Source: an optimization exercise on an open RTL-to-GDS flow (aim: small area and few clock cycles). Production flows keep margins and buffers that such runs may drop. In this exercise RTL edits were held to simulation tests only and were not proved equivalent to the original. Power and IR drop assume default switching activity.

<file path="run.sh">
#!/bin/bash
# synth_recipe.tcl (not shown) runs the flow's synth.tcl, then flattens the netlist and writes it again
# the make line also repeats each setting of config.mk as NAME=value (left out here)
make -C /OpenROAD-flow-scripts/flow DESIGN_CONFIG=/design/flow/config.mk WORK_HOME=/design/flow/orfs CLKGATE_MAP_FILE= SYNTH_SCRIPT=/design/flow/synth_recipe.tcl finish
</file>
<file path="config.mk">
export PLATFORM = sky130hd
export DESIGN_NAME = cepstral_delta_features_unit
export DESIGN_NICKNAME = cepstral_delta_features_unit
export VERILOG_FILES = /design/flow/design.v
export SDC_FILE = /design/flow/constraint.sdc
export NUM_CORES = 4
export LEC_CHECK = 0
export CAP_MARGIN = 20
export CORE_MARGIN = 2
export CORE_UTILIZATION = 65
export CTS_CLUSTER_DIAMETER = 100
export CTS_CLUSTER_SIZE = 30
export SLEW_MARGIN = 20
</file>
<file path="constraint.sdc">
create_clock -name core_clock -period 5.0 [get_ports {clk}]
set_input_delay 1.0000 -clock core_clock [delete_from_list [all_inputs] [get_ports {clk}]]
set_output_delay 1.0000 -clock core_clock [all_outputs]
set_load 0.01 [all_outputs]
</file>
<file path="design.v">
package cdf_pkg;
  localparam int FRAME_W = 16;
  localparam int COEF_W  = 5;
  localparam int CEP_W   = 16;
  localparam int DELTA_W = 17;
  localparam int CFG_W   = 6;
  localparam logic [CFG_W-1:0] COEF_COUNT_RESET = 6'd13;
endpackage
module cepstral_delta_features_unit (
  input  logic                                clk,
  input  logic                                rst_n,
  input  logic                                push,
  output logic                                full,
  input  logic signed [cdf_pkg::CEP_W-1:0]    in_cep_value,
  input  logic                                in_final_frame,
  output logic                                empty,
  input  logic                                pop,
  output logic [cdf_pkg::FRAME_W-1:0]         out_frame_index,
  output logic [cdf_pkg::COEF_W-1:0]          out_coef_index,
  output logic signed [cdf_pkg::CEP_W-1:0]    out_cep_out,
  output logic signed [cdf_pkg::DELTA_W-1:0]  out_delta_out,
  output logic                                out_utterance_end,
  output logic                                out_short_error,
  input  logic                                cfg_wr_en,
  input  logic [cdf_pkg::CFG_W-1:0]           cfg_wr_data
);
  localparam int ROWS = 32;
  localparam int W    = cdf_pkg::CEP_W;
  logic [cdf_pkg::COEF_W-1:0]  nm1_r;     
  logic [cdf_pkg::COEF_W-1:0]  c_r;
  logic [cdf_pkg::FRAME_W-1:0] f_r;
  logic                        hh_r;      
  logic                        hv_r;      
  logic [2:0]                  b_r;       
  logic [W-1:0]                v_r;       
  logic [W-1:0]                y_r;       
  logic                        fin_r;
  logic                        last_r;
  logic                        o_valid;
  logic [cdf_pkg::FRAME_W-1:0] o_frame;   
  logic [2:0]                  o_b;       
  logic [cdf_pkg::COEF_W-1:0]  o_coef;
  logic [W-1:0]                o_cep;
  logic [cdf_pkg::DELTA_W-1:0] o_delta;
  logic                        o_uend;
  logic                        o_serr;
  logic [ROWS-1:0][4*W-1:0]    hist_r;
  logic       out_ready, accept, load_next;
  logic       short_c, lead_c, last_c, has_res, odd_first, h_done;
  logic [2:0] first_b;
  logic [W-1:0] s2, s4;
  assign out_ready = !o_valid || pop;
  assign full      = has_res ? (hv_r || !out_ready) : (hv_r && c_r == o_coef);
  assign accept    = push && !full;
  assign load_next = hv_r && out_ready;
  assign empty     = !o_valid;
  assign last_c    = c_r >= nm1_r;
  assign short_c   = !hh_r && !f_r[2];
  assign lead_c    = !hh_r && f_r[2];
  assign has_res   = !(short_c && !in_final_frame);
  assign first_b   = hh_r ? 3'd2 : f_r[2:0];
  assign odd_first = first_b[0];
  assign h_done    = (b_r == {1'b0, !fin_r, 1'b0});
  always_ff @(posedge clk) begin
    if (!rst_n) begin
      nm1_r   <= 5'(cdf_pkg::COEF_COUNT_RESET - 1);
      c_r     <= '0;
      f_r     <= '0;
      hh_r    <= 1'b0;
      hv_r    <= 1'b0;
      o_valid <= 1'b0;
    end else begin
      if (cfg_wr_en) begin
        if (cfg_wr_data == '0)        nm1_r <= '0;
        else if (cfg_wr_data > 6'd32) nm1_r <= 5'd31;
        else                          nm1_r <= 5'(cfg_wr_data - 6'd1);
      end
      if (accept) begin
        if (!last_c) begin
          c_r <= c_r + 5'd1;
        end else begin
          c_r <= '0;
          if (in_final_frame) begin
            f_r  <= '0;
            hh_r <= 1'b0;
          end else begin
            if (f_r[2]) hh_r <= 1'b1;
            f_r <= f_r + 16'd1;
          end
        end
      end
      if (accept && has_res) hv_r <= has_res && (odd_first || first_b != {1'b0, !in_final_frame, 1'b0});
      else if (load_next) hv_r <= !h_done;
      if ((accept && has_res && !odd_first) || load_next) o_valid <= 1'b1;
      else if (pop) o_valid <= 1'b0;
    end
  end
  always_ff @(posedge clk) begin
    if (accept && has_res) begin
      v_r     <= in_cep_value;
      y_r     <= s2;
      fin_r   <= in_final_frame;
      last_r  <= last_c;
      b_r     <= odd_first ? first_b : first_b - 3'd1;
      o_frame <= f_r;
      o_b     <= first_b;
      o_coef  <= c_r;
      o_cep   <= first_b[2] ? s4 : (first_b[1] ? s2 : in_cep_value);
      o_delta <= short_c ? '0 : ($signed({in_cep_value[W-1], in_cep_value}) - $signed({s4[W-1], s4}));
      o_uend  <= in_final_frame && last_c && (first_b == 3'd0 || (first_b == 3'd2 && !in_final_frame));
      o_serr  <= short_c;
    end else if (load_next) begin
      b_r     <= b_r - 3'd1;
      o_b     <= b_r;
      o_cep   <= b_r[1] ? (b_r[0] ? s4 : y_r) : (b_r[0] ? s2 : v_r);
      o_uend  <= fin_r && last_r && h_done;
    end
  end
  logic [cdf_pkg::COEF_W-1:0] c_n, oc_n, addr_n;
  logic                       hv_n;
  logic [ROWS-1:0]            sel_r, wsel;
  always_comb begin
    c_n  = c_r;
    oc_n = o_coef;
    hv_n = hv_r;
    if (accept) c_n = last_c ? '0 : c_r + 5'd1;
    if (accept && has_res) begin
      oc_n = c_r;
      hv_n = odd_first || first_b != {1'b0, !in_final_frame, 1'b0};
    end else if (load_next) begin
      hv_n = !h_done;
    end
    if (!rst_n) begin
      c_n  = '0;
      hv_n = 1'b0;
    end
    addr_n = hv_n ? oc_n : c_n;
  end
  always_ff @(posedge clk) begin
    sel_r         <= '0;
    sel_r[addr_n] <= 1'b1;
  end
  always_comb begin
    wsel = '0;
    wsel[c_r] = 1'b1;
  end
  always_comb begin
    s2 = '0;
    s4 = '0;
    for (int i = 0; i < ROWS; i++) begin
      s2 = s2 | ({W{sel_r[i]}} & hist_r[i][2*W-1:W]);
      s4 = s4 | ({W{sel_r[i]}} & hist_r[i][4*W-1:3*W]);
    end
  end
  for (genvar i = 0; i < ROWS; i++) begin : g_row
    always_ff @(posedge clk) begin
      if (accept && wsel[i]) hist_r[i] <= {hist_r[i][3*W-1:0], in_cep_value};
    end
  end
  assign out_frame_index   = o_frame - {13'd0, o_b};
  assign out_coef_index    = o_coef;
  assign out_cep_out       = o_cep;
  assign out_delta_out     = o_delta;
  assign out_utterance_end = o_uend;
  assign out_short_error   = o_serr;
endmodule
</file>
==> impl_metrics.csv, run 1 <==
group,metric,value,unit
outcome,outcome,"no timing/DRC/antenna violations",
setup_path,critPathKind,"reg -> out",
cells_and_area,finalNetCount,3910,
placement,place_congestion,0.908,
cells_and_area,fillers,6760,
routing,via_per_inst,7.09,
synth,syn-num-nets,3679,
clocking,clock_latency,730,ps
setup_path,start_kind,"flip-flop",
synth,synth_edf_count,2139,
synth,synth.avg_cell_area,20.8,um2
synth,ys_ff_latch,2205,
pwr,total_power,0.0313,W
cells_and_area,area_growth,9.01,%
routing,vias,38100,
clocking,cts_buffers,83,
setup_path,arrival,3600,ps
synth,ys.flop_type,"edfxtp_1",
placement,dp.cells,5271,
synth,synth_mux_area_frac,0.00563,
synth,synth_top_family_by_area,"compound AO/OA/AOI/OAI gates",
hold_path,worst_hold_path_type,"reg -> reg",
clocking,clkSinkCount,2205,
floorplan,start_util,0.657,
placement,io_buffer_count,85,
timing,timing.final.crit_share,0.921,
setup_path,cp_top_family,"simple AND/OR/NAND/NOR gates",
timing,clock-skew-final,37.1,ps
floorplan,dieArea,118000,um2
flow_run,cap_violations,0,
floorplan,die_y,344,um
setup_path,cp_max_fo,3,
synth,synth_top_area_share,0.854,
routing,drc,0,
routing,dr.pass1.iters,8,
routing,ant_nets,0,
cells_and_area,ff_latch_area,65600,um2
clocking,clk_pin_slew_worst_paths,110,ps
routing,drtIter0Drc,6059,
clocking,clockRootBuffer,"clkbuf_16",
setup_path,cp.required,4000,ps
global_route,grt_max_degree,73,
setup_path,cp_slowest_cell,"clkdlybuf4s50_1",
synth,synth-simple-area-share,0.0321,
timing,setup_viol,0,
synth,synthDistinctLibCells,79,
synth,synth.yosys.warnings,1,
routing,wl_per_cell,37.4,um
timing,max_freq,217,MHz
timing,tightestPinTransition,1160,ps
clocking,cts_tree,"built",
placement,hpwl,125000,um
synth,ys_seq_area_frac,0.872,
cells_and_area,final_cells,5374,
synth,yosys.area.top_type,"edfxtp_1",
synth,synth_fa_ha_area_frac,0.00719,
clocking,h-tree-depth,3,
clocking,post_cts_buffers,0,
setup_path,crit_chain,"inv_1 > ha_1 > fa_1 > inv_1 > a21o_1 > nor4_1 > nand2b_1 > nor4_1 > nand2b_1 > xnor2_1 > clkdlybuf4s50_1",
floorplan,rows,124,
setup_path,endpoint_kind,"primary output",
clocking,postCtsHoldBufs,0,
clocking,cts-resized-gates,0,
global_route,antenna_found_initial,6,
synth,synth.area.top_cells,"edfxtp_1 85%, a22oi_1 3.4%, dfxtp_1 1.8%, a22o_1 1.0%, a221oi_1 0.98%",
timing,rsz0062_at_grt,"false",
setup_path,cp_num_buf_inv,3,
clocking,cts_buffer_depth,3,
timing,timing.final.crit_period,4600,ps
cells_and_area,drive_gt1_frac,0.102,
synth,synthCells,3613,
pwr,p_leak,25.4,nW
global_route,track_usage,0.343,
synth,synth-xor-area-share,0.00639,
timing,hold_viol_final,0,
global_route,overflow,0,
synth,synth-compound-area-share,0.0674,
floorplan,core,115000,um2
timing,maxSlewViolCount,0,
timing,holdWs,403,ps
global_route,grt_pass1_vias,35900,
global_route,grt_pass1_wl,279000,um
synth,ys_async_sr_fraction,0,
cells_and_area,multiInputGateArea,9180,um2
synth,syn-cell-area,75200,um2
pwr,power_density,382,nW/um2
routing,wirelength,201000,um
setup_path,max_stage_delay,550,ps
floorplan,die_x,344,um
timing,relSlewSlack,0.222,
pwr,vdd_drop_max,336,uV
floorplan,pin_count,86,
## where the power goes
part / internal (W) / switching (W) / total [W]
Clock: 0.00319 / 0.00513 / 0.00832
Combinational: 0.000790 / 0.00168 / 0.00247
Sequential: 0.0203 / 0.000152 / 0.0205
## cell usage after synthesis (all sizes together) (9+ instances only)
cell type	n
a22oi	345
o221ai	16
buf	50
ha	36
nor4	17
nor3	47
dfxtp	66
a22o	87
nor2	85
nand2b	18
xor2	33
mux2i	31
clkbuf	84
edfxtp	2139
nor2b	9
o21ai	36
and4	11
nand4	88
a21oi	21
nand3	47
a221oi	84
inv	38
o211ai	13
xnor2	21
nand2	79
or4	19
## stage by stage
step | TNS (ps) | instance area, um2 | utilization | setup WS (ps)
finish | 0 | 81900 | 0.716 | 396
global route | 0 | 81900 | 0.716 | 101
CTS | 0 | 81900 | 0.716 | 327
detailed placement | 0 | 79700 | 0.696 | 331
global placement | 0 | 79700 | 0.696 | 417
floorplan | -148520 | 75200 | - | -503
## worst reg2reg max path: stages, from the launching register on
cell,delay [ps]
dfxtp_1,680
inv_1,300
ha_1,340
nand2b_1,140
a21o_1,190
a21oi_1,190
o21a_1,380
a41oi_1,270
nor2_2,300
inv_1,90
ha_1,280
xnor2_1,790
nand2b_1,280
nor3_1,200
## kinds of logic after synthesis
group	Yosys count
buffers and inverters	172
AND/OR/NAND/NOR	450
flip-flops	2205
XOR/XNOR	54
AO/OA/AOI/OAI	651
multiplexers	38
adder cells (fa/ha/maj)	43
## flip-flops by register name, summed over array words and instances (netlist names), 3 cells and up
name     flops
b_r          3
v_r         16
o_b          3
o_delta     17
c_r          5
sel_r       32
y_r         16
nm1_r        5
o_coef       5
o_frame     16
f_r         16
hist_r    2048
o_cep       16
## path summary, 6_finish.rpt
check,from,end,slack (ps),cells after the start
worst max-delay path,o_frame[0]$_DFFE_PP_,out_frame_index[14],400,11
worst min-delay path,hist_r[514]$_DFFE_PP_,hist_r[530]$_DFFE_PP_,400,0
worst max register to register,c_r[0]$_DFF_P_,sel_r[26]$_DFF_P_,510,13
worst min register to register,hist_r[514]$_DFFE_PP_,hist_r[530]$_DFFE_PP_,400,0
## layer usage
metal  global-route usage  vias up  routed length [um]
met1                0.528    19800               77800
li1                     -    15200                   -
met5                    0        -                  13
met3               0.0617      353               25500
met4                0.106        2                7140
met2                0.513     2775               90600
## final cells by class
cell class              instances  area share
flip-flops and latches       2205       0.800
multi-input cells            1236       0.112
repair buffers                280      0.0350
clock buffers                  95      0.0264
well taps                    1512      0.0231
inverters                      38     0.00177
clock inverters                 7     0.00125
diodes                          1   0.0000305
## cells in the final DEF, fill, tap and decap left out, drive strengths merged, types with 7 or more instances in the layout
cell type      synthesis  layout
a21o                   8       8
edfxtp              2139    2139
inv                   38      43
and4                  11      11
nand4                 88      88
nor4                  17      17
a22o                  87      87
o21a                   8       8
clkdlybuf4s50          0      85
o21ai                 36      36
xnor2                 21      21
o211ai                13      13
and3                   7       7
ha                    36      36
clkbuf                84      95
nand2b                18      18
mux2i                 31      31
a221oi                84      84
dfxtp                 66      66
buf                   50     195
nor2b                  9       9
nand3                 47      47
a22oi                345     345
xor2                  33      33
o221ai                16      16
nand2                 79      79
nor3                  47      47
nor2                  85      85
a21oi                 21      21
or4                   19      19
Testbench counts, summed over its fixed seeds: cycles 29,380.
==> inputs of run 2 (changes only) <==
--- a/config.mk
+++ b/config.mk
@@ -11,3 +11,3 @@
 export CTS_CLUSTER_DIAMETER = 100
-export CTS_CLUSTER_SIZE = 30
+export CTS_CLUSTER_SIZE = 28
 export SLEW_MARGIN = 20
==> run 2 against run 1 <==
Effect of this change:
- still clean on timing, DRC and antenna
- sequential power is essentially flat
- die area is the same
- critical path depth stayed put
- combinational power about the same
- non-clock buffer count unchanged
- critical endpoint unchanged
- largest cell class unchanged
==> impl_metrics.csv, run 2 <==
group,metric,value,unit
clocking,cts-resized-gates,0,
clocking,post_cts_buffers,0,
cells_and_area,ff_latch_area,65600,um2
synth,ys_ff_latch,2205,
cells_and_area,fillers,6738,
synth,yosysMostFrequentCell,"edfxtp_1",
flow_run,cap_violations,0,
floorplan,pin_count,86,
routing,wirelength,202000,um
setup_path,arrival,3600,ps
cells_and_area,finalNetCount,3915,
global_route,overflow,0,
synth,synth-compound-area-share,0.0674,
floorplan,dieArea,118000,um2
timing,setup_viol,0,
placement,hpwl,125000,um
timing,maxSlewViolCount,0,
clocking,clock_latency,730,ps
synth,synth_top_family_by_area,"compound AO/OA/AOI/OAI gates",
routing,drtIter0Drc,6097,
setup_path,critPathKind,"reg -> out",
synth,syn-num-nets,3679,
floorplan,die_y,344,um
global_route,antenna_found_initial,6,
setup_path,start_kind,"flip-flop",
synth,synth.yosys.warnings,1,
routing,drc,0,
pwr,power_density,383,nW/um2
floorplan,core,115000,um2
clocking,postCtsHoldBufs,0,
synth,synth_common_cells,"2139 x edfxtp_1, 345 x a22oi_1, 88 x nand4_1",
synth,synth-simple-area-share,0.0321,
placement,place_congestion,0.908,
setup_path,r2r_slack,420,ps
synth,synthCells,3613,
clocking,cts_buffers,88,
timing,tightestPinTransition,1120,ps
routing,wl_per_cell,37.4,um
placement,placed_area,79700,um2
setup_path,cp_max_fo,3,
cells_and_area,final_cells,5382,
routing,vias,38200,
synth,synth_fa_ha_area_frac,0.00719,
cells_and_area,largest_register,"hist_r",
cells_and_area,largest_register_ffs,2048,
routing,via_per_inst,7.09,
synth,synthDistinctLibCells,79,
floorplan,die_x,344,um
synth,ys_seq_area_frac,0.872,
synth,ys_async_sr_fraction,0,
setup_path,reg2reg_to,"sel_r[26]$_DFF_P_",
cells_and_area,final_cell_mix,"2139 x edfxtp_1, 345 x a22oi_1, 151 x buf_4, 90 x clkbuf_16, 88 x nand4_1",
synth,synth-xor-area-share,0.00639,
setup_path,endpoint_kind,"primary output",
clocking,clkSinkCount,2205,
timing,clock-skew-final,26.5,ps
global_route,grt_pass1_wl,279000,um
setup_path,cp.required,4000,ps
pwr,p_leak,25.5,nW
synth,yosys.area.top_type,"edfxtp_1",
synth,synth_top_area_share,0.854,
cells_and_area,fin_area,82100,um2
timing,rsz0062_at_grt,"false",
clocking,h-tree-depth,3,
timing,relSlewSlack,0.246,
routing,ant_nets,0,
placement,io_buffer_count,85,
setup_path,r2r-start,"c_r[0]$_DFF_P_",
timing,max_freq,217,MHz
setup_path,cp-endpoint,"out_frame_index[14]",
hold_path,worst_hold_path_type,"reg -> reg",
timing,timing.final.crit_period,4600,ps
synth,synth_edf_count,2139,
synth,syn-cell-area,75200,um2
synth,synth_mux_area_frac,0.00563,
cells_and_area,area_growth,9.18,%
floorplan,rows,124,
pwr,vdd_drop_max,380,uV
setup_path,startpoint,"o_frame[0]$_DFFE_PP_",
clocking,cts_buffer_depth,3,
clocking,clk_pin_slew_worst_paths,100,ps
setup_path,reg2regPathDepth,13,
cells_and_area,reg.largest.list,"hist_r: 2048 flops, sel_r: 32 flops, o_delta: 17 flops",
global_route,track_usage,0.343,
timing,hold_viol_final,0,
clocking,cts_tree,"built",
floorplan,start_util,0.657,
global_route,grt_pass1_vias,36000,
cells_and_area,multiInputGateArea,9180,um2
timing,timing.final.crit_share,0.921,
placement,dp.cells,5271,
cells_and_area,drive_gt1_frac,0.103,
global_route,grt_max_degree,73,
clocking,clockRootBuffer,"clkbuf_16",
synth,synth.avg_cell_area,20.8,um2
synth,synth.area.top_cells,"edfxtp_1 85%, a22oi_1 3.4%, dfxtp_1 1.8%, a22o_1 1.0%, a221oi_1 0.98%",
outcome,outcome,"no timing/DRC/antenna violations",
cells_and_area,layout_commonest_cell,"edfxtp_1",
synth,ys.flop_type,"edfxtp_1",
routing,dr.pass1.iters,7,
[run 2: cell families (layout without fill, tap and decap cells)]
logic type	count (synthesis)	after routing
other	0	1
and+or+nand+nor	450	450
adders and majority gates	43	43
AOI/OAI and AO/OA	651	651
xor gates and xnor gates	54	54
muxes	38	38
DFF	2205	2205
buffers and inverters	172	428
[run 2: layout make-up]
cell class	instances	share of cell area
Sequential cell	2205	0.799
Multi-Input combinational cell	1236	0.112
Timing Repair Buffer	280	0.0349
Clock buffer	103	0.0280
Tap cell	1512	0.0231
Inverter	38	0.00177
Clock inverter	7	0.00110
Antenna cell	1	0.0000305
[run 2: power by group]
part	internal, W	total, W	switching (W)
logic	0.000790	0.00247	0.00168
clock network	0.00331	0.00845	0.00514
registers	0.0203	0.0205	0.000152
total	0.0244	0.0314	0.00698
[run 2: critical path, cell delays in order, from the launching register on]
cell and delay [ps]:
edfxtp_1 370, inv_1 60, ha_1 170, fa_1 220, inv_1 50, a21o_1 160
nor4_1 330, nand2b_1 130, nor4_1 510, nand2b_1 160, xnor2_1 170, clkdlybuf4s50_1 550
[run 2: metrics by stage]
| stage | TNS [ps] | hold slack (ps) | utilization | worst slack, ps | power (W) |
|---|---|---|---|---|---|
| 5_1_grt | 0 | 408 | 0.717 | 74.0 | 0.0321 |
| 6_report | 0 | 403 | 0.717 | 397 | 0.0314 |
| 2_1_floorplan | -148520 | 400 | - | -503 | 0.0220 |
| 4_1_cts | 0 | 407 | 0.717 | 317 | 0.0314 |
| 3_3_place_gp | 0 | 400 | 0.696 | 417 | 0.0233 |
| 3_5_place_dp | 0 | 405 | 0.696 | 331 | 0.0233 |
[run 2: layer usage]
metal  vias up  track usage  part of all wire
li1      15200            -                 -
met1     19800        0.525              0.39
met2      2781        0.512              0.45
met3       367       0.0653              0.12
met4         2        0.110             0.036
met5         -            0          0.000074
[run 2: how the worst min path moves through the flow]
stage / startpoint / endpoint / slack [ps] / cells past startpoint
2_1_floorplan: hist_r[992]$_DFFE_PP_ / hist_r[1008]$_DFFE_PP_ / 400 / 0
3_3_place_gp: hist_r[1348]$_DFFE_PP_ / hist_r[1364]$_DFFE_PP_ / 400 / 0
3_5_place_dp: hist_r[1029]$_DFFE_PP_ / hist_r[1045]$_DFFE_PP_ / 400 / 0
4_1_cts: hist_r[1826]$_DFFE_PP_ / hist_r[1842]$_DFFE_PP_ / 410 / 0
5_1_grt: hist_r[1826]$_DFFE_PP_ / hist_r[1842]$_DFFE_PP_ / 410 / 0
6_report: hist_r[1826]$_DFFE_PP_ / hist_r[1842]$_DFFE_PP_ / 400 / 0

[what the ideal ports hide]
Ports are ideal in the flow. The routed layouts listed here were re-timed in OpenROAD.
Step 1, drivers: a clkbuf_16 drives clk and a buf_2 each remaining input, both assumed.
Step 2 moves the port delays by t, midway between the first and last clock arrival at a register: inputs arrive t later, outputs are due t later. That takes back most of the time a late clock gives input paths.
Slacks: no drivers / after step 1 / after step 2; pairs: no drivers / after step 1.
run | t, ns | setup WS [ns] | hold WS [ns] | worst slew at a driven data input, ns | cell pins on the clock port's net
run 1 | 0.780 | 0.396 / 0.327 / 0.258 | 0.403 / 0.403 / 0.403 | 0.05 | 1
run 2 | 0.792 | 0.397 / 0.317 / 0.193 | 0.403 / 0.403 / 0.403 | 0.05 | 1
After both steps every run listed still meets setup and hold. For run 2, which loses most, drivers alone change the setup slack by -0.080 ns; drivers and shift together by -0.204 ns.
